This design comes from an exercise in tuning for small area, a short achievable clock period and few clock cycles per item on the open sky130 flow, not from production work.
Function was checked by simulation only, so behaviour that the tests miss may differ from the original.

==> flow/design.v (outline; a module is shown in full before it is edited, if it fits) <==
// module accel_tilt_angle_detector: 2109 lines
module accel_tilt_angle_detector (
    input  logic        i_clk,
    input  logic        i_rst_n,
    input  logic        i_s_axis_tvalid,
    output logic        o_s_axis_tready,
    input  logic [31:0] i_s_axis_tdata,
    output logic        o_m_axis_tvalid,
    input  logic        i_m_axis_tready,
    output logic [23:0] o_m_axis_tdata,
    input  logic        i_cfg_we,
    input  logic [1:0]  i_cfg_addr,
    input  logic [9:0]  i_cfg_wdata
);
  // ...
==> flow/run.sh <==
#!/bin/bash
# synth_recipe.tcl (not shown) runs the flow's synth.tcl, then flattens the netlist and writes it again
# the make line also repeats each setting of config.mk as NAME=value (left out here)
make -C /OpenROAD-flow-scripts/flow DESIGN_CONFIG=/design/flow/config.mk WORK_HOME=/design/flow/orfs CLKGATE_MAP_FILE= SYNTH_SCRIPT=/design/flow/synth_recipe.tcl finish
==> flow/config.mk <==
export PLATFORM = sky130hd
export DESIGN_NAME = accel_tilt_angle_detector
export DESIGN_NICKNAME = accel_tilt_angle_detector
export VERILOG_FILES = /design/flow/design.v
export SDC_FILE = /design/flow/constraint.sdc
export NUM_CORES = 4
export LEC_CHECK = 0
export CAP_MARGIN = 20
export CORE_MARGIN = 2
export CORE_UTILIZATION = 40
export SLEW_MARGIN = 20
==> flow/constraint.sdc <==
create_clock -name core_clock -period 10.0 [get_ports {i_clk}]
set_input_delay 2.0000 -clock core_clock [delete_from_list [all_inputs] [get_ports {i_clk}]]
set_output_delay 2.0000 -clock core_clock [all_outputs]
set_load 0.01 [all_outputs]
==> load_flow_metrics.sql, run 1 <==
INSERT INTO impl_metrics (metric_group, metric, value, unit) VALUES
('clock_network', 'cts.repair.resized', '0', ''),
('placed_design', 'dpl_worst_slack', '4.85', 'ns'),
('sta', 'setup_viol', '0', ''),
('cells_and_area', 'seq_share', '0.392', ''),
('floorplan', 'fp.dieW', '674', 'um'),
('setup_path', 'critical_path.reg2reg.endpoint', 'r_mem[11][16]', ''),
('setup_path', 'end_kind', 'flop', ''),
('worst_hold_path', 'holdPathStages', '0', ''),
('synthesis', 'post_synth_mux_area_share', '0.0348', ''),
('setup_path', 'worstSetupStartpoint', 'r36_pap[1]', ''),
('sta', 'timing.final.ws_setup', '4.84', 'ns'),
('setup_path', 'path_max_fanout', '37', ''),
('floorplan', 'coreArea', '448000', 'um^2'),
('clock_network', 'ctsHoldBuffers', '0', ''),
('clock_network', 'clock_tree.buffer_depth', '4', ''),
('cells_and_area', 'flow.area_growth_from_synthesis', '11.8', '%'),
('setup_path', 'critical_path_arrival', '5.74', 'ns'),
('global_route', 'globalRouteMet1Util', '0.205', ''),
('synthesis', 'synthesis.area_per_instance', '10.4', 'um^2'),
('cells_and_area', 'seq_cells', '3615', ''),
('cells_and_area', 'clock_buf_inv_share', '0.0670', ''),
('placed_design', 'detailed_place.area', '188000', 'um^2'),
('sta', 'worst-slew-pin-transition', '1.01', 'ns'),
('outcome', 'status', 'no timing/DRC/antenna violations', ''),
('synthesis', 'synthAdderAreaFrac', '0.159', ''),
('worst_hold_path', 'worst_hold_path.endpoint', 'r12_nump[2]', ''),
('cells_and_area', 'mostFrequentLayoutCells', '2,964 x dfxtp_1, 1,748 x ha_1, 1,526 x xnor2_1', '');
Testbench counts, summed over its fixed seeds: cycles 3,496, items 3,200.
==> run 2, diff against run 1 <==
--- a/flow/config.mk
+++ b/flow/config.mk
@@ -5,6 +5,7 @@
 export SDC_FILE = /design/flow/constraint.sdc
 export NUM_CORES = 4
 export LEC_CHECK = 0
+export ABC_AREA = 1
 export CAP_MARGIN = 20
 export CORE_MARGIN = 2
 export CORE_UTILIZATION = 40
==> run 2 against run 1 <==
Area after synthesis grew 3.1%. Die area grew 3.1%. Non-clock buffer count shrank 10. Wire length grew 12%. First-iteration DRC count grew 33%. Final area grew 2.7%. Count of clock-buffer cells in the layout shrank 9.
==> load_flow_metrics.sql, run 2 <==
INSERT INTO impl_metrics (metric_group, metric, value, unit) VALUES
('clock_network', 'cts.repair.resized', '0', ''),
('global_route', 'grt_usage', '0.172', ''),
('cells_and_area', 'max_flop_register', 'r_mem', ''),
('clock_network', 'clock_root_buffer', 'clkbuf_16', ''),
('synthesis', 'post-synth-top-count-cell', 'nand2_1', ''),
('floorplan', 'initial_core_util', '0.401', ''),
('cells_and_area', 'flow.area_growth_from_synthesis', '11.4', '%'),
('worst_hold_path', 'timing.hold.worst.class', 'reg2reg', ''),
('routing', 'drt-total-wl', '413000', 'um'),
('sta', 'setup_viol', '0', ''),
('outcome', 'status', 'no timing/DRC/antenna violations', ''),
('clock_network', 'insertion_delay', '1.01', 'ns'),
('clock_network', 'path_clk_slew', '0.07', 'ns'),
('worst_hold_path', 'hold_path_startpoint', 'r10_nump[0]', ''),
('setup_path', 'worst-r2r-cell-count', '14', ''),
('floorplan', 'floorplan.die.height', '685', 'um'),
('setup_path', 'crit_required', '10.87', 'ns'),
('clock_network', 'ctsHoldBuffers', '0', ''),
('routing', 'num_vias', '134000', ''),
('sta', 'timing.max_slew.rel_slack', '0.314', ''),
('setup_path', 'critical_path.reg2reg.endpoint', 'r3_rpa[11]', ''),
('floorplan', 'fp.dieW', '685', 'um'),
('routing', 'routed_wire_length_per_instance', '15.0', 'um'),
('clock_network', 'clock_tree.buffer_depth', '4', ''),
('cells_and_area', 'mostFrequentLayoutCells', '3,298 x nand2_1, 2,965 x dfxtp_1, 2,250 x inv_1', ''),
('floorplan', 'io_pins', '75', ''),
('synthesis', 'synth.ff_latch_count', '3615', ''),
('clock_network', 'tritoncts', 'done', ''),
('routing', 'antenna_violating_nets_post_route', '0', ''),
('setup_path', 'rr_startpoint', 'r2_az[1]', ''),
('global_route', 'grt_pass1_wl', '676000', 'um'),
('clock_network', 'level_count_of_the_clock_h_tree', '5', ''),
('routing', 'drt_first_pass_iters', '6', ''),
('synthesis', 'synth.cell_area', '185000', 'um^2'),
('floorplan', 'coreArea', '463000', 'um^2'),
('synthesis', 'area_share_of_the_largest_cell_type_after_synthesis', '0.321', ''),
('sta', 'worst-slew-pin-transition', '1.02', 'ns'),
('global_route', 'antenna_found_initial', '9', ''),
('sta', 'drv_slew', '0', ''),
('cells_and_area', 'fill_cells', '44600', ''),
('global_route', 'grt_ovf', '0', ''),
('sta', 'fin_crit_share', '0.452', ''),
('cells_and_area', 'largestRegisters', 'r_mem: 629 flops, r_v: 36 flops, r1_in: 30 flops', ''),
('synthesis', 'synth.largest_area_cell', 'dfxtp_1', ''),
('synthesis', 'synth-seq-area-share', '0.425', ''),
('sta', 'clock-skew-final', '0.0811', 'ns'),
('setup_path', 'start_kind', 'flop', ''),
('sta', 'setup_repair_after_global_routing_missed_its_margin', 'false', ''),
('placed_design', 'post-dp-hpwl', '307000', 'um'),
('worst_hold_path', 'holdPathStages', '0', ''),
('setup_path', 'worstSetupPathType', 'reg2reg', ''),
('worst_hold_path', 'worst_hold_path.endpoint', 'r11_nump[0]', ''),
('synthesis', 'count_of_flip_flops_with_a_built_in_enable_after_synthesis', '646', ''),
('sta', 'hold_violations', '0', ''),
('setup_path', 'critical_path_arrival', '5.39', 'ns'),
('sta', 'fin_tns_setup', '0', 'ns'),
('routing', 'drc', '0', ''),
('synthesis', 'netlist_top_cells_count', '3,298 x nand2_1, 2,969 x dfxtp_1, 2,250 x inv_1', ''),
('setup_path', 'regToRegSetupSlack', '5.48', 'ns'),
('synthesis', 'dominantRegCellSynth', 'dfxtp_1', ''),
('floorplan', 'die_area', '469000', 'um^2'),
('cells_and_area', 'most_frequent_standard_cell_in_the_layout_excluding_fill_and_tap_cells', 'nand2_1', ''),
('cells_and_area', 'largest_register_ffs', '629', ''),
('sta', 'peak_freq', '221', 'MHz'),
('cells_and_area', 'design.final.nets', '23100', ''),
('global_route', 'via_count_of_the_first_global_routing_pass', '133000', ''),
('clock_network', 'cts_made_buffers', '386', ''),
('clock_network', 'cts_setup_buffers', '0', ''),
('cells_and_area', 'final_core_util', '0.446', ''),
('floorplan', 'placement_rows', '250', ''),
('flow_run', 'max-cap-violations', '0', ''),
('synthesis', 'synthesis.area_per_instance', '8.92', 'um^2'),
('synthesis', 'post_synth_num_cell_types', '77', ''),
('synthesis', 'async_flop_share', '0', ''),
('synthesis', 'syn_inst', '20800', ''),
('setup_path', 'end_kind', 'flop', ''),
('synthesis', 'yosys_warnings', '1', ''),
('setup_path', 'path_max_fanout', '12', ''),
('clock_network', 'tritoncts_num_sinks', '3615', ''),
('sta', 'post-route-min-period', '4.52', 'ns'),
('routing', 'post_drt_via_cell_ratio', '4.89', ''),
('global_route', 'grt_max_degree', '121', ''),
('routing', 'drt_iter0_drc', '7721', ''),
('cells_and_area', 'final_layout_size_suffix_gt1_frac', '0.0421', ''),
('synthesis', 'synth_area_leaders', 'dfxtp_1 32%, ha_1 12%, edfxtp_1 10%', ''),
('placed_design', 'globalplace.congestion', '0.873', ''),
('placed_design', 'numPortBuffers', '65', '');
## run 2: changes by cell type after synthesis, moves of 214 or more
cell	change
nand2_1	+2373
inv_1	+1017
xor2_1	+736
xnor2_1	-647
o21ai_0	+618
a21oi_1	+543
nand3_1	+467
nor2_1	+237
a21o_1	-214
## run 2: worst max path at each step
stage                     cells after the start  slack, ns             from         end
after floorplan                              14       5.75         r2_az[0]  r3_rpa[11]
after global placement                       13       5.27  i_m_axis_tready     r_bn[5]
after detailed placement                     13       5.29  i_m_axis_tready     r_bn[5]
after CTS                                    14       5.51         r2_az[1]  r3_rpa[11]
after global routing                         14       5.28         r2_az[1]  r3_rpa[11]
final                                        14       5.48         r2_az[1]  r3_rpa[11]
## run 2: final cells by class
cell class | instances | area [um^2] | area share
inverters | 2279 | 8570 | 0.0415
flip-flops and latches | 3615 | 78800 | 0.382
clock inverters | 191 | 2530 | 0.0123
multi-input cells | 14500 | 96500 | 0.467
well taps | 6174 | 7720 | 0.0374
repair buffers | 164 | 1480 | 0.00715
diodes | 5 | 12.5 | 0.0000606
clock buffers | 516 | 10900 | 0.0526
## run 2: critical path: stages (launching register included)
cell and delay (ns):
dfxtp_1 0.62, inv_1 0.08, nor2_1 0.18, ha_1 0.18
a21oi_1 0.06, fa_1 0.43, fa_1 0.40, fa_1 0.41
fa_1 0.39, fa_1 0.40, fa_1 0.38, inv_1 0.08
fa_1 0.18, fa_1 0.20, fa_1 0.41
## run 2: logic make-up after synthesis
kind of cell,share of synthesized area
buffers and inverters,0.0558
flip-flops,0.425
XOR/XNOR,0.108
multiplexers,0.000270
AO/OA/AOI/OAI,0.117
other,0.0000202
adder cells (fa/ha/maj),0.155
AND/OR/NAND/NOR,0.139
## run 2: stage by stage
step	hold slack, ns	instances	setup slack (ns)	instance area (um^2)
after floorplan	0.310	20800	5.75	185000
after global placement	0.310	26700	5.27	193000
after detailed placement	0.312	26700	5.29	193000
after CTS	0.287	27400	5.51	206000
after global routing	0.308	27400	5.28	206000
final	0.309	27400	5.48	207000
## run 2: layer usage
| metal | vias to the layer above | global-route usage | wire length (um) |
|---|---|---|---|
| met5 | - | 0 | 0 |
| li1 | 69500 | - | - |
| met3 | 661 | 0.0226 | 18100 |
| met2 | 2310 | 0.294 | 190000 |
| met1 | 61700 | 0.227 | 193000 |
| met4 | 0 | 0.0513 | 11600 |

[re-timing with driven ports]
No port has a modelled driver above. Below, the same layouts with a new extraction and two added sets of constraints.
Step 1 assumes that a clkbuf_16 drives the clock port and a buf_2 every other input.
Step 2, shift: input delay + t, output delay - t, t = (earliest + latest rising clock arrival at the registers) / 2. This alone moves slack from input paths to output paths.
a / b / c = no drivers / after step 1 / after step 2; a / b = the first two.
run | t (ns) | slack for setup (ns) | worst setup path at the end | worst data-port slew with drivers (ns)
run 1 | 1.042 | 4.845 / 4.845 / 4.845 | register to register | 0.06
run 2 | 1.077 | 5.481 / 5.481 / 5.323 | input to register | 0.16
After both steps setup and hold are still met in every run listed. The setup slack of run 2, which loses most, moves by 0.000 ns with the drivers and by -0.158 ns with both steps.
